Context: an optimization exercise on an open-source flow, tuned for small area, a short achievable clock period and few clock cycles per item. The choices shown serve that exercise and are no tape-out recipe.
No run shown here included a check of the RTL's function; only the layout flow was run.
No activity file was given, so power comes from the tool's default toggle rates.

## design/flow/design.v

```verilog
package cltfp_pkg;
  localparam logic [7:0] CHR_ZERO  = 8'd48;
  localparam logic [7:0] CHR_NINE  = 8'd57;
  localparam logic [7:0] CHR_DOT   = 8'd46;
  localparam logic [7:0] CHR_SPACE = 8'd32;
  localparam logic [7:0] CHR_E     = 8'd101;
  localparam logic [7:0] CHR_M     = 8'd109;
  typedef struct packed {
    logic        inv;       
    logic        sat;       
    logic        em;        
    logic        ovf;       
    logic [31:0] intp;      
    logic [13:0] frac;      
  } job_t;
endpackage
import cltfp_pkg::*;
module cltfp_front (
  input  logic              clk,
  input  logic              rst,
  input  logic              step,       
  input  logic              i_end,
  input  logic              i_dig,
  input  logic              i_dot,
  input  logic              i_spc,
  input  logic              i_e,
  input  logic              i_m,
  input  logic [3:0]        i_d,
  input  logic [3:0]        i_sel,      
  input  logic [15:0]       em_scale,
  output cltfp_pkg::job_t   job,        
  output logic [31:0]       iem_out,    
  output logic              iem_ovf_out
);
  localparam logic [1:0] SCAN_NUM = 2'd0, SCAN_UNIT = 2'd1, SCAN_DONE = 2'd2;
  localparam logic [1:0] NUM_INT = 2'd0, NUM_FRAC = 2'd1, NUM_STOP = 2'd2;
  localparam logic [1:0] UNIT_NONE = 2'd0, UNIT_E = 2'd1, UNIT_EM = 2'd2, UNIT_OTHER = 2'd3;
  localparam logic [1:0] CMP_EQ = 2'd0, CMP_LT = 2'd1, CMP_GT = 2'd2;
  logic [1:0]  scan_phase, number_phase, unit_match, cmp;
  logic        digit_seen;
  logic [23:0] ipx;         
  logic        ipx_ovf;
  logic [13:0] frac;
  logic [2:0]  fcnt;
  logic [3:0]  nsig;        
  logic [19:0] ds;          
  logic        ds_v;        
  logic        end_d;       
  logic [31:0] iem;         
  logic        iem_ovf;
  function automatic logic [3:0] kdig(input logic [3:0] p);
    case (p)
      4'd0: kdig = 4'd1;  4'd1: kdig = 4'd0;  4'd2: kdig = 4'd9;  4'd3: kdig = 4'd9;
      4'd4: kdig = 4'd5;  4'd5: kdig = 4'd1;  4'd6: kdig = 4'd1;  4'd7: kdig = 4'd6;
      4'd8: kdig = 4'd2;  4'd9: kdig = 4'd7;  4'd10: kdig = 4'd7; 4'd11: kdig = 4'd7;
      default: kdig = 4'd5;
    endcase
  endfunction
  logic [27:0] ipx_x10;
  logic [13:0] fweight;
  logic [35:0] iem_x10;
  logic [18:0] pp_a, pp_b, pp_c;
  logic [19:0] ds_next;
  logic        in_num, int_dig, frac_dig, mant_dig;
  logic [1:0]  unit_stepped;
  logic [3:0]  kd;
  always_comb begin
    in_num   = (scan_phase == SCAN_NUM);
    int_dig  = in_num && i_dig && (number_phase == NUM_INT);
    frac_dig = in_num && i_dig && (number_phase == NUM_FRAC) && (fcnt != 3'd4);
    mant_dig = int_dig || frac_dig;
    ipx_x10  = {ipx, 3'b0} + {3'b0, ipx, 1'b0} + 28'(i_d);
    case ({fcnt[1:0], i_d})
      6'd1: fweight = 14'd1000;
      6'd2: fweight = 14'd2000;
      6'd3: fweight = 14'd3000;
      6'd4: fweight = 14'd4000;
      6'd5: fweight = 14'd5000;
      6'd6: fweight = 14'd6000;
      6'd7: fweight = 14'd7000;
      6'd8: fweight = 14'd8000;
      6'd9: fweight = 14'd9000;
      6'd17: fweight = 14'd100;
      6'd18: fweight = 14'd200;
      6'd19: fweight = 14'd300;
      6'd20: fweight = 14'd400;
      6'd21: fweight = 14'd500;
      6'd22: fweight = 14'd600;
      6'd23: fweight = 14'd700;
      6'd24: fweight = 14'd800;
      6'd25: fweight = 14'd900;
      6'd33: fweight = 14'd10;
      6'd34: fweight = 14'd20;
      6'd35: fweight = 14'd30;
      6'd36: fweight = 14'd40;
      6'd37: fweight = 14'd50;
      6'd38: fweight = 14'd60;
      6'd39: fweight = 14'd70;
      6'd40: fweight = 14'd80;
      6'd41: fweight = 14'd90;
      6'd49: fweight = 14'd1;
      6'd50: fweight = 14'd2;
      6'd51: fweight = 14'd3;
      6'd52: fweight = 14'd4;
      6'd53: fweight = 14'd5;
      6'd54: fweight = 14'd6;
      6'd55: fweight = 14'd7;
      6'd56: fweight = 14'd8;
      6'd57: fweight = 14'd9;
      default: fweight = 14'd0;
    endcase
    pp_a     = ({19{i_sel[3]}} & {em_scale, 3'b0}) | ({19{i_sel[2]}} & {1'b0, em_scale, 2'b0});
    pp_b     = {19{i_sel[1]}} & {2'b0, em_scale, 1'b0};
    pp_c     = {19{i_sel[0]}} & {3'b0, em_scale};
    ds_next  = 20'(pp_a) + 20'(pp_b) + 20'(pp_c);
    iem_x10  = {1'b0, iem, 3'b0} + {3'b0, iem, 1'b0} + 36'(ds);
    kd       = kdig(nsig);
    case (unit_match)
      UNIT_NONE: unit_stepped = i_e ? UNIT_E : UNIT_OTHER;
      UNIT_E:    unit_stepped = i_m ? UNIT_EM : UNIT_OTHER;
      default:   unit_stepped = UNIT_OTHER;
    endcase
  end
  always_ff @(posedge clk) begin
    if (rst || (step && i_end)) begin
      scan_phase   <= SCAN_NUM;
      number_phase <= NUM_INT;
      unit_match   <= UNIT_NONE;
      digit_seen   <= 1'b0;
      ipx          <= '0;
      ipx_ovf      <= 1'b0;
      frac         <= '0;
      fcnt         <= '0;
      nsig         <= '0;
      cmp          <= CMP_EQ;
    end else if (step) begin
      if (in_num) begin
        if (i_dig) begin
          if (number_phase != NUM_STOP) digit_seen <= 1'b1;
        end else if (i_dot) begin
          number_phase <= (number_phase == NUM_INT) ? NUM_FRAC : NUM_STOP;
        end else if (!i_spc) begin
          scan_phase <= SCAN_UNIT;
          unit_match <= unit_stepped;
        end
      end else if (scan_phase == SCAN_UNIT) begin
        if (i_spc) scan_phase <= SCAN_DONE;
        else       unit_match <= unit_stepped;
      end
      if (int_dig) begin
        ipx     <= ipx_x10[23:0];
        ipx_ovf <= ipx_ovf || (|ipx_x10[27:24]);
      end
      if (frac_dig) begin
        frac <= frac + fweight;
        fcnt <= fcnt + 3'd1;
      end
      if (mant_dig && (i_d != 4'd0 || nsig != 4'd0)) begin
        if (nsig != 4'd14) nsig <= nsig + 4'd1;
        if (nsig < 4'd13 && cmp == CMP_EQ)
          cmp <= (i_d > kd) ? CMP_GT : ((i_d < kd) ? CMP_LT : CMP_EQ);
      end
    end
  end
  always_ff @(posedge clk) begin
    if (rst) begin
      ds_v  <= 1'b0;
      end_d <= 1'b0;
    end else begin
      ds_v  <= step && int_dig;
      end_d <= step && i_end;
    end
  end
  always_ff @(posedge clk) begin
    ds        <= ds_next;
  end
  always_ff @(posedge clk) begin
    if (rst || end_d) begin
      iem     <= '0;
      iem_ovf <= 1'b0;
    end else if (ds_v) begin
      iem     <= iem_x10[31:0];
      iem_ovf <= iem_ovf || (|iem_x10[35:32]);
    end
  end
  assign iem_out     = iem;
  assign iem_ovf_out = iem_ovf;
  logic em;
  assign em       = (unit_match == UNIT_EM);
  assign job.em   = em;
  assign job.inv  = !digit_seen;
  assign job.sat  = (nsig == 4'd14) || (nsig == 4'd13 && cmp != CMP_LT);
  assign job.ovf  = digit_seen && !em && ipx_ovf;
  assign job.intp = !digit_seen ? (em ? {12'b0, em_scale, 4'b0} : 32'd4096)
                                : {ipx, 8'b0};
  assign job.frac = frac;
endmodule
import cltfp_pkg::*;
module cltfp_job_queue (
  input  logic             clk,
  input  logic             rst,
  input  logic             push,
  input  cltfp_pkg::job_t  wdata,
  input  logic [31:0]      iem,
  input  logic             iem_ovf,
  input  logic             pop,
  output cltfp_pkg::job_t  rdata,
  output logic             valid,      
  output logic             ready,      
  output logic             pend        
);
  assign ready = valid && !pend;
  always_ff @(posedge clk) begin
    if (rst) begin
      valid <= 1'b0;
      pend  <= 1'b0;
    end else if (push) begin
      valid <= 1'b1;
      pend  <= 1'b1;
    end else begin
      pend <= 1'b0;
      if (pop) valid <= 1'b0;
    end
  end
  always_ff @(posedge clk) begin
    if (push) begin
      rdata <= wdata;
    end else if (pend && rdata.em && !rdata.inv) begin
      rdata.intp <= iem;
      rdata.ovf  <= iem_ovf;
    end
  end
endmodule
import cltfp_pkg::*;
module cltfp_scaler (
  input  logic              clk,
  input  logic              rst,
  input  logic              rst_now,    
  input  logic              load,       
  input  cltfp_pkg::job_t   ljob,
  output logic              free,       
  output logic              busy,       
  output logic              busy_next,  
  input  logic [15:0]       em_scale,
  input  logic [3:0]        em_msb,     
  input  logic              em_nb,      
  output logic              res_valid,
  input  logic              pop,
  output logic [31:0]       px_value,
  output logic              invalid
);
  logic             stepping;    
  logic             adding;      
  logic             em;
  logic [13:0]      frac;
  logic [3:0]       bit_idx;
  logic             sbit;        
  logic [13:0]      rem;
  logic [1:0]       qd_last;     
  logic [15:0]      t0, t1, t2;
  logic [1:0]       qd;
  logic [13:0]      rem_next;
  logic [3:0]       qpos;        
  logic [16:0]      csum1, csum2;
  logic [16:0]      ccar1, ccar2;
  logic [15:0]      x2r;
  logic [15:0]      xfb;
  logic [32:0]      sum;
  logic [3:0]       bit_next;
  logic             sbit_next;
  assign free = !busy;
  logic [3:0] lstart;
  logic       lsteps;
  assign lstart = ljob.em ? em_msb : 4'd8;
  assign lsteps = (ljob.frac != 14'd0) && !ljob.sat && !ljob.ovf && (lstart != 4'd0);
  always_comb begin
    x2r   = {1'b0, rem, 1'b0};
    xfb   = sbit ? {2'b0, frac} : 16'd0;
    t0    = x2r + xfb;
    csum1 = 17'(x2r ^ xfb ^ 16'(-16'sd10000));
    ccar1 = {((x2r & xfb) | (x2r & 16'(-16'sd10000)) | (xfb & 16'(-16'sd10000))), 1'b0};
    t1    = csum1[15:0] + ccar1[15:0];
    csum2 = 17'(x2r ^ xfb ^ 16'(-16'sd20000));
    ccar2 = {((x2r & xfb) | (x2r & 16'(-16'sd20000)) | (xfb & 16'(-16'sd20000))), 1'b0};
    t2    = csum2[15:0] + ccar2[15:0];
    if (!t2[15])      begin qd = 2'd2; rem_next = t2[13:0]; end
    else if (!t1[15]) begin qd = 2'd1; rem_next = t1[13:0]; end
    else              begin qd = 2'd0; rem_next = t0[13:0]; end
    sum       = {1'b0, px_value} + (33'(qd_last) << qpos);
    bit_next  = bit_idx - 4'd1;
    sbit_next = em ? em_scale[bit_next] : (bit_next == 4'd8);
  end
  always_comb begin
    if (rst || rst_now)                           busy_next = 1'b0;
    else if (load)                                busy_next = 1'b1;
    else if (!stepping && !adding && res_valid && pop) busy_next = 1'b0;
    else                                          busy_next = busy;
  end
  always_ff @(posedge clk) begin
    if (rst || rst_now) begin
      busy      <= 1'b0;
      stepping  <= 1'b0;
      adding    <= 1'b0;
      res_valid <= 1'b0;
    end else if (load) begin
      busy      <= 1'b1;
      stepping  <= lsteps;
      adding    <= 1'b0;
      res_valid <= !lsteps;
    end else if (stepping) begin
      if (bit_idx == 4'd0) begin
        stepping <= 1'b0;
        adding   <= 1'b1;
      end
    end else if (adding) begin
      adding    <= 1'b0;
      res_valid <= 1'b1;
    end else if (res_valid && pop) begin
      busy      <= 1'b0;
      res_valid <= 1'b0;
    end
  end
  always_ff @(posedge clk) begin
    if (load) begin
      em       <= ljob.em;
      frac     <= ljob.frac;
      bit_idx  <= lstart - 4'd1;
      sbit     <= ljob.em && em_nb;
      qpos     <= lstart;
      rem      <= ljob.frac;
      qd_last  <= '0;
      px_value <= (ljob.sat || ljob.ovf) ? 32'hFFFF_FFFF : ljob.intp;
      invalid  <= ljob.inv;
    end else if (stepping) begin
      bit_idx  <= bit_next;
      qpos     <= bit_idx;
      sbit     <= sbit_next;
      rem      <= rem_next;
      qd_last  <= qd;
      px_value <= sum[32] ? 32'hFFFF_FFFF : sum[31:0];
    end else if (adding) begin
      px_value <= sum[32] ? 32'hFFFF_FFFF : sum[31:0];
    end
  end
endmodule
import cltfp_pkg::*;
module css_length_to_fixed_px #(
  parameter int FRAC_DIGITS = 4
) (
  input  logic        clk,
  input  logic        rst,
  input  logic        push,
  output logic        full,
  input  logic [7:0]  char_code,
  input  logic        is_end,
  output logic        empty,
  input  logic        pop,
  output logic [31:0] px_value,
  output logic        invalid,
  input  logic        em_to_px_we,
  input  logic [15:0] em_to_px
);
  logic [15:0] em_scale;
  logic [3:0]  em_msb;
  logic       i_v, i_end, i_dig, i_dot, i_spc, i_e, i_m;
  logic [3:0] i_d;
  logic [3:0] i_sel;
  logic       step;
  cltfp_pkg::job_t fjob, wjob;
  logic [31:0]     iem;
  logic            iem_ovf;
  logic            w_v, w_ready, w_pend, w_push;
  logic            e_free, e_load, e_busy;
  logic            res_valid;
  logic irst;
  always_ff @(posedge clk) begin
    irst <= rst;
  end
  logic i_ve;    
  logic full_q;
  logic i_ve_next, w_v_next, w_pend_next, e_busy_next;
  assign full   = full_q;
  always_comb begin
    i_ve_next   = !irst && (full ? i_ve : (push && is_end));
    w_v_next    = !irst && (w_push || (w_v && !e_load));
    w_pend_next = !irst && w_push;
  end
  always_ff @(posedge clk) begin
    full_q <= rst || (i_ve_next && w_v_next && (e_busy_next || w_pend_next));
  end
  assign step   = i_v && !full;
  assign empty  = !res_valid;
  always_ff @(posedge clk) begin
    if (rst) begin
      em_scale <= 16'h1000;
    end else if (em_to_px_we) begin
      em_scale <= em_to_px;
    end
  end
  logic [3:0] msb_c;
  logic       em_nb;
  always_comb begin
    msb_c = 4'd0;
    for (int k = 1; k < 16; k++)
      if (em_scale[k]) msb_c = 4'(k);
  end
  always_ff @(posedge clk) begin
    em_msb <= msb_c;
    em_nb  <= (msb_c != 4'd0) && em_scale[msb_c - 4'd1];
  end
  always_ff @(posedge clk) begin
    if (irst) begin
      i_v  <= 1'b0;
      i_ve <= 1'b0;
    end else if (!full) begin
      i_v  <= push;
      i_ve <= push && is_end;
    end
  end
  always_ff @(posedge clk) begin
    if (!full) begin
      i_end <= is_end;
    end
  end
  always_ff @(posedge clk) begin
    i_dig <= (char_code >= CHR_ZERO) && (char_code <= CHR_NINE);
    i_dot <= (char_code == CHR_DOT);
    i_spc <= (char_code == CHR_SPACE);
    i_e   <= (char_code == CHR_E);
    i_m   <= (char_code == CHR_M);
    i_d   <= char_code[3:0];
    i_sel <= {char_code[3], char_code[2] && !char_code[3], char_code[1], char_code[0]}
             & {4{char_code[7:4] == 4'h3}};
  end
  cltfp_front u_front (
    .clk         (clk),
    .rst         (irst),
    .step        (step),
    .i_end       (i_end),
    .i_dig       (i_dig),
    .i_dot       (i_dot),
    .i_spc       (i_spc),
    .i_e         (i_e),
    .i_m         (i_m),
    .i_d         (i_d),
    .i_sel       (i_sel),
    .em_scale    (em_scale),
    .job         (fjob),
    .iem_out     (iem),
    .iem_ovf_out (iem_ovf)
  );
  assign w_push = step && i_end;
  assign e_load = w_ready && e_free;
  cltfp_job_queue u_queue (
    .clk     (clk),
    .rst     (irst),
    .push    (w_push),
    .wdata   (fjob),
    .iem     (iem),
    .iem_ovf (iem_ovf),
    .pop     (e_load),
    .rdata   (wjob),
    .valid   (w_v),
    .ready   (w_ready),
    .pend    (w_pend)
  );
  cltfp_scaler u_scaler (
    .clk       (clk),
    .rst       (irst),
    .rst_now   (rst),
    .load      (e_load),
    .ljob      (wjob),
    .free      (e_free),
    .busy      (e_busy),
    .busy_next (e_busy_next),
    .em_scale  (em_scale),
    .em_msb    (em_msb),
    .em_nb     (em_nb),
    .res_valid (res_valid),
    .pop       (pop),
    .px_value  (px_value),
    .invalid   (invalid)
  );
endmodule
```

## design/flow/flow/run.sh

```bash
#!/bin/bash
set -euo pipefail
bash standard.sh SETUP_SLACK_MARGIN=6 finish > standard_flow.log 2>&1
```

## design/flow/standard.sh

```bash
#!/bin/bash
# synth_recipe.tcl (not shown) runs the flow's synth.tcl, then flattens the netlist and writes it again
# the make line also repeats each setting of config.mk as NAME=value (left out here)
make -C /OpenROAD-flow-scripts/flow DESIGN_CONFIG=/design/flow/config.mk WORK_HOME=/design/flow/orfs CLKGATE_MAP_FILE= SYNTH_SCRIPT=/design/flow/synth_recipe.tcl "${@:-finish}"
```

## design/flow/config.mk

```make
export PLATFORM = sky130hd
export DESIGN_NAME = css_length_to_fixed_px
export DESIGN_NICKNAME = css_length_to_fixed_px
export VERILOG_FILES = /design/flow/design.v
export SDC_FILE = /design/flow/constraint.sdc
export NUM_CORES = 4
export LEC_CHECK = 0
export ABC_CLOCK_PERIOD_IN_PS = 3000
export CAP_MARGIN = 20
export CORE_MARGIN = 2
export CORE_UTILIZATION = 40
export SLEW_MARGIN = 20
```

## design/flow/constraint.sdc

```tcl
create_clock -name core_clock -period 10.0 [get_ports {clk}]
set_input_delay 2.0000 -clock core_clock [delete_from_list [all_inputs] [get_ports {clk}]]
set_output_delay 2.0000 -clock core_clock [all_outputs]
set_load 0.01 [all_outputs]
```

==> results.sh, run 1 <==
export IMPL_cts_buffer_depth=3
export IMPL_ant_nets=0
export IMPL_final_setup_worst_slack_ns=6.18
export IMPL_hold_class="reg -> reg"
export IMPL_design_core_area_um2=49200
export IMPL_totalWireLength_um=51800
export IMPL_nets=2544
export IMPL_hold_start="u_front.frac[13]$_SDFFE_PP0P_"
export IMPL_remaining_drc_errors=0
export IMPL_viasPerCell=5.57
export IMPL_slowest_delay_ns=0.50
export IMPL_grt_overflow=0
export IMPL_fin_setup_tns_ns=0
export IMPL_syn_area_um2=20000
export IMPL_cts_tree="built"
export IMPL_drv_slew=0
export IMPL_fp_dieH_um=228
export IMPL_die_w_um=228
export IMPL_die_area_um2=51800
export IMPL_drive_above_1_share=0.0622
export IMPL_via_count=16412
export IMPL_cp_max_fo=11
export IMPL_ioPinCount=65
export IMPL_htree_levels=2
export IMPL_regToRegStartpoint="u_scaler.sbit$_DFFE_PP_"
export IMPL_multi_input_area_um2=12500
export IMPL_place_gp_congestion=0.878
export IMPL_yosysTopAreaCell="edfxtp_1"
export IMPL_power_mw=2.65
export IMPL_insertion_delay_ns=0.54
export IMPL_start_kind="register"
export IMPL_synthTopCellsByArea="edfxtp_1 (18%), dfxtp_1 (16%), ha_1 (13%)"
export IMPL_numCtsBuffers=35
export IMPL_power_density_nw_per_um2=117
export IMPL_n_antenna_cell=0
export IMPL_initial_core_util=0.407
export IMPL_crit_slowest_cell="or3_4"
export IMPL_fillers=4690
export IMPL_place_inst=2878
export IMPL_crit_path_start="u_scaler.sbit$_DFFE_PP_"
export IMPL_final_common_cell="nand2_1"
export IMPL_async_flop_share=0
export IMPL_fmax_mhz=262
export IMPL_cp_cell_sequence="buf_4 -> nand2_1 -> ha_1 -> inv_1 -> ha_1 -> a211o_1 -> o211ai_1 -> a211o_1 -> nand3_1 -> and4_1 -> or3_4 -> o311ai_0 -> o31ai_1"
export IMPL_cts_sinks=281
export IMPL_final_cell_mix="nand2_1 (213), ha_1 (208), nor2_1 (203)"
export IMPL_crit_family="compound AO/OA/AOI/OAI gates"
export IMPL_period_share=0.382
export IMPL_cap_viol_max_count=0
export IMPL_hold_violations=0
export IMPL_placed_cell_area_um2=21300
export IMPL_synth_top_area_frac=0.183
export IMPL_ys_ff_latch=281
export IMPL_yosysSeqAreaShare=0.342
export IMPL_end_kind="register"
export IMPL_grt_pass1_wl_um=83800
export IMPL_worstPathArrival_ns=4.10
export IMPL_worstPathRequired_ns=10.28
export IMPL_setup_viol=0
export IMPL_hold_path_depth=0
export IMPL_portBuffers=64
export IMPL_rsz0062_at_grt="true"
export IMPL_timing_hold_ws_ns=0.464
export IMPL_grt_usage=0.202
export IMPL_tightest_slew_ns=0.969
export IMPL_ff_latch_area_um2=6860
export IMPL_peakVddDrop_v=0.0000930
export IMPL_yosysWarnings=4
export IMPL_synth_fp_nets=2513
export IMPL_clk_pin_slew_ns=0.06
export IMPL_syn_avg_cell_area_um2=8.97
export IMPL_syn2layout_area_growth_pct=12.8
export IMPL_r2r_cells=13
export IMPL_wl_per_cell_um=17.6
export IMPL_crit_cells=13
export IMPL_worst_path_buf_inv=2
export IMPL_drt_iter0_markers=1093
export IMPL_synth_edff_count=122
export IMPL_grt_max_degree=57
export IMPL_finalInstanceArea_um2=22500
export IMPL_slew_headroom=0.353
export IMPL_fin_crit_ns=3.82
export IMPL_antenna_found_initial=0
export IMPL_instances_no_fill=2947
export IMPL_ys_flop_type="dfxtp_1"
export IMPL_clock_skew_ns=0.0290
export IMPL_final_util=0.459
export IMPL_cts_root_buf="clkbuf_16"
export IMPL_syn_instance_count=2228
export IMPL_dp_slack_ns=5.45
export IMPL_rows=81
export IMPL_synth_cell_type_count=85
export IMPL_grt_pass1_vias=15920
export IMPL_status="complete, no violations"
export IMPL_dr_pass1_iters=5
export IMPL_p_leak_nw=9.56
export IMPL_critical_path_class="reg -> reg"
export IMPL_dp_hpwl_um=38400
## repair_timing
item | 4_1_cts | 5_1_grt
setup endpoints to repair | 51 | 56
pin swaps | 0 | 5
gates resized for setup | 11 | 26
cloned | 0 | 1
hold buffers | 0 | 0
setup buffers | 4 | 3
## sequential cells by signal (all words and copies together) (netlist names), 14 cells and up
name and flops:
u_front.ds 20, u_front.ipx 24, u_scaler.px_value 32, em_scale 16, u_queue.rdata 50, u_front.frac 14, u_scaler.frac 14, u_scaler.rem 14
u_front.iem 32
## area by class of cell
cell class,count,area share
clock buffers,52,0.0435
clock inverters,9,0.00239
inverters,126,0.0210
multi-input cells,1728,0.554
flip-flops and latches,281,0.304
well taps,664,0.0369
repair buffers,87,0.0384
## final timing paths
| check | end | slack [ns] |
|---|---|---|
| setup / recovery | u_scaler.rem[10]$_DFFE_PP_ | 6.18 |
| hold / removal | u_queue.rdata[13]$_DFFE_PP_ | 0.46 |
| setup reg to reg | u_scaler.rem[10]$_DFFE_PP_ | 6.18 |
| hold reg to reg | u_queue.rdata[13]$_DFFE_PP_ | 0.46 |
## report_power, final
group | switching (mW) | total (mW) | internal [mW] | leakage, nW
clock | 0.495 | 1.17 | 0.680 | 0.510
combinational | 0.129 | 0.226 | 0.0969 | 6.63
sequential | 0.0297 | 1.25 | 1.22 | 2.41
total | 0.653 | 2.65 | 1.99 | 9.56
## cell families after synthesis
family,share of synthesized area
compound gates,0.179
xor+xnor,0.0468
fa+ha+maj,0.177
buf+inv,0.0417
flops,0.342
mux,0.0336
simple gates,0.179
## routing by layer
metal | global-route usage | share of wire | vias to the layer above
met1 | 0.280 | 0.48 | 7881
li1 | - | - | 8074
met2 | 0.328 | 0.45 | 380
met4 | 0.0557 | 0.023 | 0
met3 | 0.0285 | 0.043 | 77
met5 | 0 | 0 | -
## cell usage after synthesis (5+ instances only)
library cell  count
clkbuf_1         77
and3_1           28
nand4_1          11
and2_1           48
a2111oi_0         7
xnor2_1          68
nand2_1         214
edfxtp_1        122
buf_1            10
a21boi_0          6
nor4_1           14
nor2_1          204
dfxtp_1         159
o22ai_1           6
buf_2             5
or3_1            28
o21bai_1         15
nor3_1           52
a41oi_1           5
a22o_1           21
inv_1           122
mux4_2            7
a21o_1           42
o211ai_1         18
xor2_1           37
a211oi_1         27
nand2b_1         28
fa_1             46
a22oi_1           6
o31ai_1          20
nor2b_1          16
a211o_1           9
nand3_1          63
a31oi_1          37
or4_1             6
or2_2             6
ha_1            209
a21oi_1         186
mux2i_1          48
o21a_1           14
a311oi_1          6
nand3b_1          8
o21ai_0          93
==> inputs of run 2 (changes only) <==
==> design/flow/flow/run.sh (replaced) <==
#!/bin/bash
set -euo pipefail
bash standard.sh SETUP_SLACK_MARGIN=6.5 finish > standard_flow.log 2>&1
==> run 2 against run 1 <==
Still clean. Hold slack got worse by 0.0027 ns. Non-clock buffer count up 71. Clock-buffer cell count down 2. Critical endpoint unchanged.
==> results.sh, run 2 <==
export IMPL_grt_overflow=0
export IMPL_period_share=0.352
export IMPL_final_common_cell="nand2_1"
export IMPL_holdPathEnd="u_queue.rdata[13]$_DFFE_PP_"
export IMPL_rows=81
export IMPL_synth_common_cells="nand2_1 (214), ha_1 (209), nor2_1 (204), a21oi_1 (186), dfxtp_1 (159)"
export IMPL_portBuffers=64
export IMPL_setup_viol=0
export IMPL_dr_pass1_iters=5
export IMPL_fillers=4535
export IMPL_synth_top_area_frac=0.183
export IMPL_crit_family="compound AO/OA/AOI/OAI gates"
export IMPL_start_kind="register"
export IMPL_design_core_area_um2=49200
export IMPL_peakVddDrop_v=0.0000839
export IMPL_synth_edff_count=122
export IMPL_syn2layout_area_growth_pct=19.8
export IMPL_grt_usage=0.209
export IMPL_synth_fp_nets=2513
export IMPL_hold_start="u_front.frac[13]$_SDFFE_PP0P_"
export IMPL_rsz0062_at_grt="true"
export IMPL_slew_headroom=0.362
export IMPL_clk_pin_slew_ns=0.06
export IMPL_cts_hold_buf=0
export IMPL_grt_max_degree=56
export IMPL_ff_latch_area_um2=6900
export IMPL_yosysWarnings=4
export IMPL_via_count=16765
export IMPL_grt_pass1_vias=16348
export IMPL_power_density_nw_per_um2=113
export IMPL_fin_crit_ns=3.52
export IMPL_syn_instance_count=2228
export IMPL_ant_nets=0
export IMPL_synth_cell_type_count=85
export IMPL_drv_slew=0
export IMPL_tightest_slew_ns=0.954
export IMPL_drt_iter0_markers=1268
export IMPL_synthTopCellsByArea="edfxtp_1 (18%), dfxtp_1 (16%), ha_1 (13%)"
export IMPL_die_area_um2=51800
export IMPL_numCtsBuffers=34
export IMPL_regToRegEndpoint="u_scaler.rem[10]$_DFFE_PP_"
export IMPL_multi_input_area_um2=13200
export IMPL_largest_register_ffs=50
export IMPL_reg_top3="u_queue.rdata x50, u_front.iem x32, u_scaler.px_value x32"
export IMPL_p_leak_nw=10.2
export IMPL_fmax_mhz=284
export IMPL_ioPinCount=65
export IMPL_cts_root_buf="clkbuf_16"
export IMPL_syn_avg_cell_area_um2=8.97
export IMPL_totalWireLength_um=54600
export IMPL_regToRegStartpoint="u_scaler.sbit$_DFFE_PP_"
export IMPL_ys_ff_latch=281
export IMPL_timing_hold_ws_ns=0.461
export IMPL_crit_slowest_cell="a2111oi_4"
export IMPL_antenna_found_initial=0
export IMPL_cap_viol_max_count=0
export IMPL_dp_hpwl_um=38500
export IMPL_crit_cells=14
export IMPL_cts_buffer_depth=3
export IMPL_drive_above_1_share=0.142
export IMPL_status="complete, no violations"
export IMPL_cts_tree="built"
export IMPL_fin_setup_tns_ns=0
export IMPL_clock_skew_ns=0.0100
export IMPL_initial_core_util=0.407
export IMPL_critical_path_class="reg -> reg"
export IMPL_htree_levels=2
export IMPL_syn_area_um2=20000
export IMPL_worstPathArrival_ns=3.78
export IMPL_hold_class="reg -> reg"
export IMPL_cp_cell_sequence="buf_6 -> and2_1 -> ha_1 -> ha_4 -> fa_2 -> a21o_1 -> a21oi_2 -> o21bai_2 -> a2111oi_4 -> buf_4 -> buf_4 -> nor2_1 -> o41ai_2 -> o31ai_1"
export IMPL_nets=2618
export IMPL_cts_sinks=281
export IMPL_r2r_cells=14
export IMPL_hold_path_depth=0
export IMPL_yosysSeqAreaShare=0.342
export IMPL_remaining_drc_errors=0
export IMPL_grt_pass1_wl_um=86500
export IMPL_fp_dieH_um=228
export IMPL_worst_r2r_setup_slack_ns=6.48
export IMPL_ys_flop_type="dfxtp_1"
export IMPL_place_gp_congestion=0.901
export IMPL_end_kind="register"
export IMPL_die_w_um=228
export IMPL_regMostFlops="u_queue.rdata"
export IMPL_insertion_delay_ns=0.54
export IMPL_wl_per_cell_um=18.1
export IMPL_n_antenna_cell=0
export IMPL_worstPathRequired_ns=10.26
export IMPL_final_cell_mix="nand2_1 (208), nor2_1 (201), ha_1 (196)"
export IMPL_cp_common_cell="buf_4"
export IMPL_slowest_delay_ns=0.44
export IMPL_synth_most_common_cell="nand2_1"
export IMPL_yosysTopAreaCell="edfxtp_1"
export IMPL_hold_violations=0
export IMPL_cp_max_fo=5
export IMPL_async_flop_share=0
export IMPL_worst_path_buf_inv=3
export IMPL_viasPerCell=5.55
## run 2: how the worst max path moves through the flow
| stage | start | end | slack (ns) |
|---|---|---|---|
| 2_1_floorplan | i_d[3]$_DFF_P_ | u_front.frac[13]$_SDFFE_PP0P_ | 6.50 |
| 3_3_place_gp | i_d[3]$_DFF_P_ | u_front.frac[13]$_SDFFE_PP0P_ | 5.76 |
| 3_5_place_dp | u_scaler.qpos[0]$_DFFE_PP_ | u_scaler.px_value[29]$_DFFE_PP_ | 5.57 |
| 4_1_cts | u_scaler.sbit$_DFFE_PP_ | u_scaler.rem[3]$_DFFE_PP_ | 6.50 |
| 5_1_grt | u_scaler.qpos[0]$_DFFE_PP_ | u_scaler.px_value[28]$_DFFE_PP_ | 6.29 |
| 6_report | u_scaler.sbit$_DFFE_PP_ | u_scaler.rem[10]$_DFFE_PP_ | 6.48 |
## run 2: cell type report
type                    count  area share
clock inverters            10     0.00334
well taps                 664      0.0347
multi-input cells        1732       0.551
repair buffers            158      0.0611
clock buffers              50      0.0410
flip-flops and latches    281       0.288
inverters                 126      0.0204
## run 2: per-layer routing
metal | share of wire | vias to the layer above | track usage
met1 | 0.47 | 8026 | 0.289
met2 | 0.46 | 429 | 0.340
met5 | 0 | - | 0
met3 | 0.049 | 91 | 0.0305
li1 | - | 8219 | -
met4 | 0.027 | 0 | 0.0630
## run 2: kinds of logic after synthesis
logic type / count (synthesis) / share of synthesized area
flops: 281 / 0.342
simple gates: 749 / 0.179
mux: 58 / 0.0336
buf+inv: 220 / 0.0417
fa+ha+maj: 255 / 0.177
compound gates: 559 / 0.179
xor+xnor: 106 / 0.0468
## run 2: worst register-to-register path: stages (launching register included)
cell	delay, ns
edfxtp_1	0.40
buf_6	0.15
and2_1	0.14
ha_1	0.25
ha_4	0.21
fa_2	0.41
a21o_1	0.20
a21oi_2	0.21
o21bai_2	0.13
a2111oi_4	0.44
buf_4	0.18
buf_4	0.09
nor2_1	0.05
o41ai_2	0.30
o31ai_1	0.11
## run 2: through the flow
step	cells	utilization	instance area, um2	setup slack [ns]	power, mW
3_3_place_gp	2876	0.432	21200	5.76	1.48
5_1_grt	3021	0.487	23900	6.29	2.81
2_1_floorplan	2228	-	20000	6.50	1.42
4_1_cts	2981	0.468	23000	6.50	2.70
6_report	3021	0.487	23900	6.48	2.71
3_5_place_dp	2876	0.432	21200	5.57	1.49
## run 2: repair_timing
action | CTS | global route
endpoints found under the setup margin | 103 | 85
gates resized for setup | 103 | 146
pin swaps | 33 | 67
cloned | 4 | 3
buffers inserted | 41 | 37
endpoints found under the hold margin | 0 | 0
## run 2: where the power goes
| group | internal [mW] | switching (mW) | leakage, nW | total [mW] |
|---|---|---|---|---|
| Clock | 0.707 | 0.488 | 0.525 | 1.19 |
| Combinational | 0.118 | 0.147 | 7.26 | 0.265 |
| Sequential | 1.22 | 0.0306 | 2.42 | 1.25 |
| Total | 2.04 | 0.665 | 10.2 | 2.71 |
==> inputs of run 3 (changes only) <==
--- a/design/flow/design.v
+++ b/design/flow/design.v
@@ -254,7 +254,7 @@
   logic             em;
   logic [13:0]      frac;
   logic [3:0]       bit_idx;
-  logic             sbit;        
+  logic [13:0]      fb;          
   logic [13:0]      rem;
   logic [1:0]       qd_last;     
   logic [15:0]      t0, t1, t2;
@@ -275,7 +275,7 @@
   assign lsteps = (ljob.frac != 14'd0) && !ljob.sat && !ljob.ovf && (lstart != 4'd0);
   always_comb begin
     x2r   = {1'b0, rem, 1'b0};
-    xfb   = sbit ? {2'b0, frac} : 16'd0;
+    xfb   = {2'b0, fb};
     t0    = x2r + xfb;
     csum1 = 17'(x2r ^ xfb ^ 16'(-16'sd10000));
     ccar1 = {((x2r & xfb) | (x2r & 16'(-16'sd10000)) | (xfb & 16'(-16'sd10000))), 1'b0};
@@ -325,7 +325,7 @@
       em       <= ljob.em;
       frac     <= ljob.frac;
       bit_idx  <= lstart - 4'd1;
-      sbit     <= ljob.em && em_nb;
+      fb       <= (ljob.em && em_nb) ? ljob.frac : 14'd0;
       qpos     <= lstart;
       rem      <= ljob.frac;
       qd_last  <= '0;
@@ -334,7 +334,7 @@
     end else if (stepping) begin
       bit_idx  <= bit_next;
       qpos     <= bit_idx;
-      sbit     <= sbit_next;
+      fb       <= sbit_next ? frac : 14'd0;
       rem      <= rem_next;
       qd_last  <= qd;
       px_value <= sum[32] ? 32'hFFFF_FFFF : sum[31:0];
==> run 3 against run 2 <==
Still clean on timing, DRC and antenna. Clock-buffer cell count unchanged. Hold slack better by 0.024 ns. Setup slack better by 0.026 ns. Sequential share of layout area up 1.4 points. Non-clock buffer count down 21. Maximum frequency up 0.76%.
==> results.sh, run 3 <==
export IMPL_start_kind="register"
export IMPL_dp_hpwl_um=39600
export IMPL_power_frac_comb=0.089
export IMPL_final_cell_mix="nor2_1 (229), nand2_1 (222), ha_1 (202)"
export IMPL_syn_instance_count=2276
export IMPL_synth_edff_count=135
export IMPL_power_frac_seq=0.458
export IMPL_cts_sinks=294
export IMPL_totalWireLength_um=53800
export IMPL_initial_core_util=0.403
export IMPL_reg_top3="u_queue.rdata x50, u_front.iem x32, u_scaler.px_value x32"
export IMPL_internal_power_mw=2.16
export IMPL_ant_nets=0
export IMPL_yosysSeqAreaShare=0.352
export IMPL_fillers=4820
export IMPL_end_kind="register"
export IMPL_yosysTopAreaCell="edfxtp_1"
export IMPL_insertion_delay_ns=0.53
export IMPL_synth_fp_nets=2561
export IMPL_fin_setup_tns_ns=0
export IMPL_synth_cell_type_count=94
export IMPL_ioPinCount=65
export IMPL_grt_usage=0.198
export IMPL_cts_buffer_depth=3
export IMPL_syn_avg_cell_area_um2=9.04
export IMPL_hold_violations=0
export IMPL_portBuffers=64
export IMPL_final_common_cell="nor2_1"
export IMPL_slew_headroom=0.398
export IMPL_place_gp_congestion=0.899
export IMPL_status="complete, no violations"
export IMPL_top_layer="met5"
export IMPL_instances_no_fill=3059
export IMPL_viasPerCell=5.51
export IMPL_tightest_slew_ns=0.900
export IMPL_fin_crit_ns=3.50
export IMPL_wl_met3_um=2350
export IMPL_synth_most_common_cell="nor2_1"
export IMPL_numCtsBuffers=35
export IMPL_fmax_mhz=286
export IMPL_synth_top_area_frac=0.197
export IMPL_p_leak_nw=10.2
export IMPL_cts_tree="built"
export IMPL_critical_path_class="reg -> reg"
export IMPL_fp_dieH_um=231
export IMPL_die_w_um=231
export IMPL_grt_pass1_vias=16231
export IMPL_largest_register_ffs=50
export IMPL_antenna_found_initial=2
export IMPL_grt_overflow=0
export IMPL_period_share=0.350
export IMPL_drive_above_1_share=0.128
export IMPL_worstPathRequired_ns=10.28
export IMPL_syn2layout_area_growth_pct=17.5
export IMPL_setup_viol=0
export IMPL_htree_levels=2
export IMPL_cts_root_buf="clkbuf_16"
export IMPL_worstPathArrival_ns=3.78
export IMPL_rows=83
export IMPL_clock_skew_ns=0.0180
export IMPL_n_antenna_cell=0
export IMPL_wl_per_cell_um=17.6
export IMPL_ys_flop_type="dfxtp_1"
export IMPL_route_met2_wl_um=24400
export IMPL_dr_pass1_iters=5
export IMPL_drv_slew=0
export IMPL_swShare=0.244
export IMPL_synth_common_cells="nor2_1 (232), nand2_1 (224), ha_1 (209), a21oi_1 (199), dfxtp_1 (159)"
export IMPL_cp_max_fo=5
export IMPL_async_flop_share=0
export IMPL_place_inst=2939
export IMPL_design_core_area_um2=51100
export IMPL_wl_met1_um=25500
export IMPL_p_switching_uw=694
export IMPL_cap_viol_max_count=0
export IMPL_regMostFlops="u_queue.rdata"
export IMPL_ys_ff_latch=294
export IMPL_grt_pass1_wl_um=86200
export IMPL_grt_max_degree=58
export IMPL_synthTopCellsByArea="edfxtp_1 (20%), dfxtp_1 (15%), ha_1 (13%)"
export IMPL_nets=2637
export IMPL_drt_iter0_markers=1291
export IMPL_via_count=16858
export IMPL_clk_pin_slew_ns=0.06
export IMPL_remaining_drc_errors=0
export IMPL_pwr_share_clk=0.452
export IMPL_rsz0062_at_grt="true"
export IMPL_syn_area_um2=20600
export IMPL_die_area_um2=53300
export IMPL_final_util=0.473
export IMPL_hold_class="reg -> reg"
export IMPL_yosysWarnings=4
export IMPL_peakVddDrop_v=0.0000935
export IMPL_power_density_nw_per_um2=118
## run 3: layout make-up
cell class / count / area, um2 / share of cell area
clock buffers: 50 / 1050 / 0.0436
clock inverters: 14 / 124 / 0.00513
inverters: 127 / 488 / 0.0202
multi-input cells: 1757 / 13100 / 0.543
flip-flops and latches: 294 / 7290 / 0.302
well taps: 680 / 851 / 0.0352
repair buffers: 137 / 1230 / 0.0510
## run 3: path summary, 6_finish.rpt
check	cells after the start	slack, ns	endpoint	start
setup / recovery	14	6.50	u_scaler.px_value[6]$_DFFE_PP_	u_scaler.qpos[0]$_DFFE_PP_
hold / removal	2	0.48	u_front.iem[0]$_SDFFE_PP0P_	u_front.ds[0]$_DFF_P_
setup reg to reg	14	6.50	u_scaler.px_value[6]$_DFFE_PP_	u_scaler.qpos[0]$_DFFE_PP_
hold reg to reg	2	0.48	u_front.iem[0]$_SDFFE_PP0P_	u_front.ds[0]$_DFF_P_
## run 3: through the flow
stage	power [mW]	worst slack (ns)	hold slack (ns)	instance area [um2]
after global routing	2.96	6.40	0.499	24200
after CTS	2.86	6.49	0.484	23300
after floorplan	1.49	6.51	0.421	20600
after detailed placement	1.56	5.77	0.464	21800
after global placement	1.55	5.83	0.455	21800
final	2.85	6.50	0.485	24200
## run 3: kinds of logic (layout without fill, tap and decap cells)
family,count (synthesis),count (layout),synth area share
AO/OA/AOI/OAI,554,554,0.175
multiplexers,54,54,0.0299
XOR/XNOR,109,109,0.0471
flip-flops,294,294,0.352
adder cells (fa/ha/maj),255,255,0.172
buffers and inverters,225,328,0.0420
AND/OR/NAND/NOR,785,785,0.182
## run 3: critical path: stages (launching register included)
cell,delay [ns]
edfxtp_1,0.45
mux2_4,0.35
nand2b_4,0.10
nor3_4,0.05
fa_2,0.43
a211oi_2,0.25
o21ai_2,0.09
a41o_1,0.29
a41oi_2,0.24
a21o_1,0.20
a211oi_4,0.10
a41oi_4,0.32
buf_6,0.17
clkbuf_16,0.15
a21oi_2,0.04
## run 3: what timing repair did
item / in CTS / in global routing
endpoints found under the setup margin: 101 / 69
hold buffers: 0 / 0
gates cloned: 1 / 1
gates resized for setup: 85 / 122
buffers inserted: 14 / 40
pin swaps: 10 / 52
## run 3: power by group through the flow
stage               Sequential (mW)  Clock (mW)  Combinational [mW]
global placement               1.33           0               0.222
detailed placement             1.33           0               0.225
finish                         1.31        1.29               0.255
CTS                            1.31        1.32               0.233
floorplan                      1.32           0               0.170
global route                   1.31        1.37               0.281
## run 3: layer usage
metal	GRT usage	up-vias
li1	-	8305
met1	0.276	8059
met2	0.323	410
met3	0.0212	82
met4	0.0603	2
met5	0	-
==> inputs of run 4 (changes only) <==
==> design/flow/flow/run.sh (replaced) <==
#!/bin/bash
set -euo pipefail
bash standard.sh SETUP_SLACK_MARGIN=7 finish > standard_flow.log 2>&1
==> run 4 against run 3 <==
Final cell count up 3.8%. Clock power is 8% higher. Synthesized area stayed put. Die area is the same. Via count is 3.5% higher. Synthesized cell count unchanged. Critical path type unchanged. Largest power group is now clock. Highest routed layer is now met4.
==> results.sh, run 4 <==
export IMPL_async_flop_share=0
export IMPL_via_count=17451
export IMPL_critical_path_class="reg -> reg"
export IMPL_synthTopCellsByArea="edfxtp_1 (20%), dfxtp_1 (15%), ha_1 (13%)"
export IMPL_grt_usage=0.208
export IMPL_ioPinCount=65
export IMPL_drt_iter0_markers=1383
export IMPL_nets=2753
export IMPL_drv_slew=0
export IMPL_viasPerCell=5.50
export IMPL_peakVddDrop_v=0.0000942
export IMPL_numCtsBuffers=36
export IMPL_antenna_found_initial=0
export IMPL_cap_viol_max_count=0
export IMPL_cts_root_buf="clkbuf_16"
export IMPL_portBuffers=64
export IMPL_tightest_slew_ns=1.04
export IMPL_cts_hold_buf=0
export IMPL_end_kind="register"
export IMPL_syn2layout_area_growth_pct=26.4
export IMPL_synth_common_cells="nor2_1 (232), nand2_1 (224), ha_1 (209), a21oi_1 (199), dfxtp_1 (159)"
export IMPL_synth_fp_nets=2561
export IMPL_ys_flop_type="dfxtp_1"
export IMPL_final_common_cell="nor2_1"
export IMPL_power_frac_comb=0.103
export IMPL_n_antenna_cell=0
export IMPL_synth_cell_type_count=94
export IMPL_hold_violations=0
export IMPL_slew_headroom=0.304
export IMPL_grt_pass1_wl_um=90100
export IMPL_fmax_mhz=286
export IMPL_synth_edff_count=135
export IMPL_cts_sinks=294
export IMPL_period_share=0.349
export IMPL_clk_pin_slew_ns=0.06
export IMPL_grt_pass1_vias=17269
export IMPL_grt_overflow=0
export IMPL_cp_max_fo=5
export IMPL_grt_max_degree=58
export IMPL_yosysWarnings=4
export IMPL_totalWireLength_um=56300
export IMPL_reg_top3="u_queue.rdata x50, u_front.iem x32, u_scaler.px_value x32"
export IMPL_syn_area_um2=20600
export IMPL_insertion_delay_ns=0.55
export IMPL_p_leak_nw=10.9
export IMPL_regMostFlops="u_queue.rdata"
export IMPL_remaining_drc_errors=0
export IMPL_final_setup_worst_slack_ns=6.51
export IMPL_ant_nets=0
export IMPL_htree_levels=2
export IMPL_dr_pass1_iters=5
export IMPL_dp_hpwl_um=38900
export IMPL_dp_slack_ns=6.16
export IMPL_worstPathRequired_ns=10.29
export IMPL_power_frac_seq=0.434
export IMPL_synth_most_common_cell="nor2_1"
export IMPL_clock_skew_ns=0.0291
export IMPL_syn_instance_count=2276
export IMPL_rsz0062_at_grt="true"
export IMPL_final_cell_mix="nor2_1 (222), nand2_1 (212), ha_1 (177)"
export IMPL_p_switching_uw=739
export IMPL_yosysSeqAreaShare=0.352
export IMPL_ys_ff_latch=294
export IMPL_rows=83
export IMPL_gr_max_usage_layer="met2"
export IMPL_gr_usage_met1=0.282
export IMPL_largest_register_ffs=50
export IMPL_initial_core_util=0.403
export IMPL_gr_usage_met3=0.0305
export IMPL_setup_viol=0
export IMPL_status="complete, no violations"
export IMPL_syn_avg_cell_area_um2=9.04
export IMPL_yosysTopAreaCell="edfxtp_1"
export IMPL_fp_dieH_um=231
export IMPL_die_area_um2=53300
export IMPL_cts_buffer_depth=3
export IMPL_internal_power_mw=2.26
export IMPL_die_w_um=231
export IMPL_place_gp_congestion=0.864
export IMPL_pwr_share_clk=0.463
export IMPL_swShare=0.247
export IMPL_wl_per_cell_um=17.7
export IMPL_cts_tree="built"
export IMPL_synth_top_area_frac=0.197
export IMPL_fin_setup_tns_ns=0
export IMPL_gr_usage_met2=0.343
export IMPL_power_density_nw_per_um2=115
export IMPL_drive_above_1_share=0.245
export IMPL_hold_class="reg -> reg"
export IMPL_fin_crit_ns=3.49
export IMPL_worstPathArrival_ns=3.78
export IMPL_design_core_area_um2=51100
export IMPL_start_kind="register"
==> run 4: final timing paths <==
check / end / cells after the start / slack [ns] / startpoint
max reg2reg: u_scaler.px_value[10]$_DFFE_PP_ / 15 / 6.51 / u_scaler.qpos[0]$_DFFE_PP_
max: u_scaler.px_value[10]$_DFFE_PP_ / 15 / 6.51 / u_scaler.qpos[0]$_DFFE_PP_
min reg2reg: u_queue.rdata[13]$_DFFE_PP_ / 0 / 0.46 / u_front.frac[13]$_SDFFE_PP0P_
min: u_queue.rdata[13]$_DFFE_PP_ / 0 / 0.46 / u_front.frac[13]$_SDFFE_PP0P_
==> run 4: worst max-delay path, cell delays in order (launching register included) <==
cell,delay [ns]
edfxtp_1,0.47
mux2_4,0.37
nand2b_4,0.11
nor3_4,0.05
fa_2,0.39
a211oi_4,0.28
o21ai_2,0.08
a41o_1,0.22
a41oi_2,0.24
a21o_1,0.21
a211oi_4,0.09
buf_6,0.16
a41oi_4,0.17
buf_12,0.18
clkbuf_16,0.16
a21oi_2,0.05
==> run 4: cell type report <==
type | count | area [um2]
flip-flops and latches | 294 | 7330
multi-input cells | 1758 | 14000
clock buffers | 45 | 1030
clock inverters | 19 | 236
inverters | 127 | 497
fillers | 4685 | 25100
repair buffers | 251 | 2100
well taps | 680 | 851
==> run 4: cells by family (layout without fill, tap and decap cells) <==
logic type                 count (synthesis)  in the layout  share of synthesized area
AOI/OAI and AO/OA                        554            554                      0.175
xor gates and xnor gates                 109            109                     0.0471
adders and majority gates                255            255                      0.172
buffers and inverters                    225            442                     0.0420
DFF                                      294            294                      0.352
muxes                                     54             54                     0.0299
and+or+nand+nor                          785            786                      0.182
==> run 4: stage by stage <==
step                      power, mW  instance area (um2)  utilization  hold WS (ns)  std cells
final                          3.00                26000        0.509         0.456       3174
after global routing           3.10                26000        0.509         0.478       3174
after CTS                      3.00                25100        0.491         0.459       3137
after detailed placement       1.57                22100        0.433         0.445       2938
after global placement         1.56                22100        0.433         0.438       2938
after floorplan                1.50                20900            -         0.424       2276
==> run 4: layer usage <==
layer	routed length (um)	share of wire
met5	0	0
met4	1450	0.026
met3	2290	0.041
met2	26200	0.47
met1	26400	0.47
==> run 4: power by group through the flow <==
stage / logic [mW] / clock network (mW) / registers [mW]
6_report: 0.307 / 1.39 / 1.30
5_1_grt: 0.333 / 1.46 / 1.30
4_1_cts: 0.280 / 1.42 / 1.30
3_5_place_dp: 0.235 / 0 / 1.33
3_3_place_gp: 0.231 / 0 / 1.33
2_1_floorplan: 0.180 / 0 / 1.32
==> run 4: timing repair <==
item / CTS / global route
gates resized for setup: 350 / 139
cloned: 3 / 1
setup buffers: 132 / 36
endpoints found under the setup margin: 128 / 132
pin swaps: 103 / 111
==> inputs of run 5 (changes only) <==
--- a/design/flow/design.v
+++ b/design/flow/design.v
@@ -216,7 +216,7 @@
       pend  <= 1'b0;
     end else if (push) begin
       valid <= 1'b1;
-      pend  <= 1'b1;
+      pend  <= wdata.em && !wdata.inv;
     end else begin
       pend <= 1'b0;
       if (pop) valid <= 1'b0;
@@ -225,7 +225,7 @@
   always_ff @(posedge clk) begin
     if (push) begin
       rdata <= wdata;
-    end else if (pend && rdata.em && !rdata.inv) begin
+    end else if (pend) begin
       rdata.intp <= iem;
       rdata.ovf  <= iem_ovf;
     end
@@ -383,7 +383,7 @@
   always_comb begin
     i_ve_next   = !irst && (full ? i_ve : (push && is_end));
     w_v_next    = !irst && (w_push || (w_v && !e_load));
-    w_pend_next = !irst && w_push;
+    w_pend_next = !irst && w_push && fjob.em && !fjob.inv;
   end
   always_ff @(posedge clk) begin
     full_q <= rst || (i_ve_next && w_v_next && (e_busy_next || w_pend_next));
==> design/flow/flow/run.sh (replaced) <==
#!/bin/bash
set -euo pipefail
bash standard.sh SETUP_SLACK_MARGIN=6.5 finish > standard_flow.log 2>&1
==> run 5 against run 4 <==
Setup slack got worse by 0.066 ns. Non-clock buffer count decreased by 105. Flip-flop and latch count increased by 1. Synthesized area about the same. Clock power decreased by 15%. Sequential share of layout area increased by 2.5 points. Clock skew decreased by 0.018 ns. Power decreased by 8.6%. Maximum frequency decreased by 1.9%. Critical path depth decreased by 3. First-iteration DRC count decreased by 13%. Final cell count decreased by 4.9%. Critical path type unchanged.
==> results.sh, run 5 <==
export IMPL_power_frac_seq=0.477
export IMPL_worstPathArrival_ns=3.87
export IMPL_drive_above_1_share=0.117
export IMPL_grt_pass1_wl_um=86700
export IMPL_design_core_area_um2=51100
export IMPL_grt_max_degree=63
export IMPL_peakVddDrop_v=0.000107
export IMPL_pwr_share_clk=0.431
export IMPL_ioPinCount=65
export IMPL_syn_instance_count=2227
export IMPL_synth_edff_count=135
export IMPL_cp_max_fo=8
export IMPL_tightest_slew_ns=1.07
export IMPL_wl_per_cell_um=17.9
export IMPL_synthTopCellsByArea="edfxtp_1 (20%), dfxtp_1 (16%), ha_1 (13%)"
export IMPL_end_kind="register"
export IMPL_status="complete, no violations"
export IMPL_place_gp_congestion=0.867
export IMPL_instances_no_fill=3017
export IMPL_cap_viol_max_count=0
export IMPL_p_leak_nw=10.1
export IMPL_internal_power_mw=2.07
export IMPL_cts_root_buf="clkbuf_16"
export IMPL_hold_class="reg -> reg"
export IMPL_ys_ff_latch=295
export IMPL_largest_register_ffs=50
export IMPL_async_flop_share=0
export IMPL_regMostFlops="u_queue.rdata"
export IMPL_clock_skew_ns=0.0114
export IMPL_period_share=0.356
export IMPL_totalWireLength_um=54100
export IMPL_synth_common_cells="nand2_1 (214), ha_1 (209), nor2_1 (174), a21oi_1 (173), dfxtp_1 (160)"
export IMPL_power_frac_comb=0.092
export IMPL_slew_headroom=0.287
export IMPL_p_switching_uw=667
export IMPL_cts_hold_buf=0
export IMPL_clk_pin_slew_ns=0.07
export IMPL_swShare=0.243
export IMPL_synth_most_common_cell="nand2_1"
export IMPL_ant_nets=0
export IMPL_via_count=16803
export IMPL_dp_hpwl_um=38800
export IMPL_syn_area_um2=20600
export IMPL_final_util=0.467
export IMPL_syn_avg_cell_area_um2=9.23
export IMPL_rsz0062_at_grt="true"
export IMPL_cts_tree="built"
export IMPL_syn2layout_area_growth_pct=16.0
export IMPL_die_w_um=231
export IMPL_die_area_um2=53200
export IMPL_setup_viol=0
export IMPL_ys_flop_type="dfxtp_1"
export IMPL_fin_setup_tns_ns=0
export IMPL_grt_overflow=0
export IMPL_cts_buffer_depth=3
export IMPL_cts_sinks=295
export IMPL_antenna_found_initial=1
export IMPL_yosysTopAreaCell="edfxtp_1"
export IMPL_synth_cell_type_count=90
export IMPL_htree_levels=1
export IMPL_worstPathRequired_ns=10.31
export IMPL_grt_pass1_vias=16394
export IMPL_reg_top3="u_queue.rdata x50, u_front.iem x32, u_scaler.px_value x32"
export IMPL_place_inst=2890
export IMPL_rows=83
export IMPL_fmax_mhz=281
export IMPL_synth_fp_nets=2512
export IMPL_portBuffers=64
export IMPL_dr_pass1_iters=6
export IMPL_grt_usage=0.198
export IMPL_final_common_cell="nand2_1"
export IMPL_remaining_drc_errors=0
export IMPL_fp_dieH_um=231
export IMPL_viasPerCell=5.57
export IMPL_synth_top_area_frac=0.197
export IMPL_drt_iter0_markers=1199
export IMPL_yosysWarnings=4
export IMPL_final_cell_mix="nand2_1 (210), ha_1 (199), nor2_1 (171)"
export IMPL_power_density_nw_per_um2=115
export IMPL_hold_violations=0
export IMPL_fin_crit_ns=3.56
export IMPL_insertion_delay_ns=0.57
export IMPL_numCtsBuffers=31
export IMPL_start_kind="register"
export IMPL_nets=2598
export IMPL_n_antenna_cell=0
export IMPL_initial_core_util=0.402
export IMPL_yosysSeqAreaShare=0.353
export IMPL_drv_slew=0
export IMPL_critical_path_class="reg -> reg"
==> run 5: cell types whose count changed after synthesis, sizes merged, moves of 12 or more <==
cell	change
a21o	+13
a21oi	-25
nand3	-12
nor2	-58
o21ai	+27
o22a	+31
==> run 5: what timing repair did <==
item | 4_1_cts | 5_1_grt
cloned | 3 | 0
resized for setup | 92 | 84
pin swaps | 40 | 48
endpoints found under the setup margin | 97 | 65
setup buffers | 33 | 34
==> run 5: final cells by class <==
cell class | instances | area, um2
Clock buffer | 38 | 885
Clock inverter | 19 | 168
Fill cell | 4871 | 27200
Inverter | 134 | 512
Multi-Input combinational cell | 1705 | 12900
Sequential cell | 295 | 7320
Tap cell | 680 | 851
Timing Repair Buffer | 146 | 1240
==> run 5: final timing paths <==
check | from | endpoint | slack [ns] | cells past startpoint
hold / removal | u_queue.rdata[49]$_DFFE_PP_ | u_scaler.invalid$_DFFE_PP_ | 0.44 | 0
setup / recovery | u_scaler.qpos[1]$_DFFE_PP_ | u_scaler.px_value[29]$_DFFE_PP_ | 6.44 | 12
setup reg to reg | u_scaler.qpos[1]$_DFFE_PP_ | u_scaler.px_value[29]$_DFFE_PP_ | 6.44 | 12
hold reg to reg | u_queue.rdata[49]$_DFFE_PP_ | u_scaler.invalid$_DFFE_PP_ | 0.44 | 0
==> run 5: power by group through the flow <==
stage | clock, mW | sequential (mW) | combinational [mW]
final | 1.18 | 1.31 | 0.253
after global routing | 1.25 | 1.31 | 0.278
after CTS | 1.21 | 1.31 | 0.240
after detailed placement | 0 | 1.34 | 0.228
after global placement | 0 | 1.33 | 0.224
after floorplan | 0 | 1.32 | 0.170
==> run 5: per-layer routing <==
layer,GRT usage,up-vias,share of wire
li1,-,8210,-
met1,0.281,8107,0.48
met2,0.324,411,0.45
met3,0.0158,75,0.045
met4,0.0546,0,0.025
met5,0,-,0
==> run 5: metrics by stage <==
step	worst slack (ns)	power (mW)	area, um2	hold slack (ns)
after detailed placement	5.66	1.56	21800	0.433
after global routing	6.24	2.84	23800	0.447
after floorplan	6.46	1.49	20600	0.400
after global placement	5.69	1.56	21800	0.414
final	6.44	2.74	23800	0.440
after CTS	6.45	2.75	23300	0.449
==> run 5: logic make-up after synthesis <==
family / count (synthesis) / share of synthesized area
muxes: 58 / 0.0333
AOI/OAI and AO/OA: 591 / 0.191
and+or+nand+nor: 683 / 0.159
adders and majority gates: 255 / 0.172
xor gates and xnor gates: 115 / 0.0490
buffers and inverters: 230 / 0.0434
DFF: 295 / 0.353
==> run 5: worst max-delay path, stage by stage (launching register included) <==
cell	delay [ns]
edfxtp_1	0.49
nand3b_1	0.28
mux2i_1	0.22
nor2b_1	0.18
ha_1	0.22
and4_1	0.25
nand3b_1	0.13
and4b_1	0.22
o311a_1	0.39
a31o_4	0.30
nor4b_2	0.32
xor2_1	0.11
o22a_1	0.19

## re-timing with driven ports
The flow's constraints put no driver on any port. The routed layouts listed below were extracted and timed again, unchanged, in two steps. Step 1, drivers: a clkbuf_16 drives clk and a buf_2 each remaining input, both assumed. Step 2 adds t to the input delays and takes it off the output delays; t is the mean of the earliest and latest rising clock arrival at the registers after step 1. Input paths then give back, and output paths get back, about the clock's delay inside the block. a / b / c = ideal ports / drivers / drivers and shift; a / b = the first two.
run	shift t [ns]	setup WS [ns]	clock arrival spread, ns	worst slew at a driven data input, ns	pins driven straight from the clock port
run 1	0.581	6.184 / 6.175 / 6.184	0.030 / 0.031	0.06	1
run 2	0.585	6.477 / 6.464 / 6.364	0.013 / 0.013	0.06	1
run 3	0.573	6.504 / 6.462 / 6.426	0.019 / 0.019	0.09	1
run 4	0.593	6.509 / 6.509 / 6.509	0.030 / 0.029	0.07	1
run 5	0.617	6.443 / 6.443 / 6.212	0.016 / 0.016	0.06	1
After both steps setup and hold are still met in every run listed. The setup slack of run 5, which loses most, moves by 0.000 ns with the drivers and by -0.231 ns with both steps.
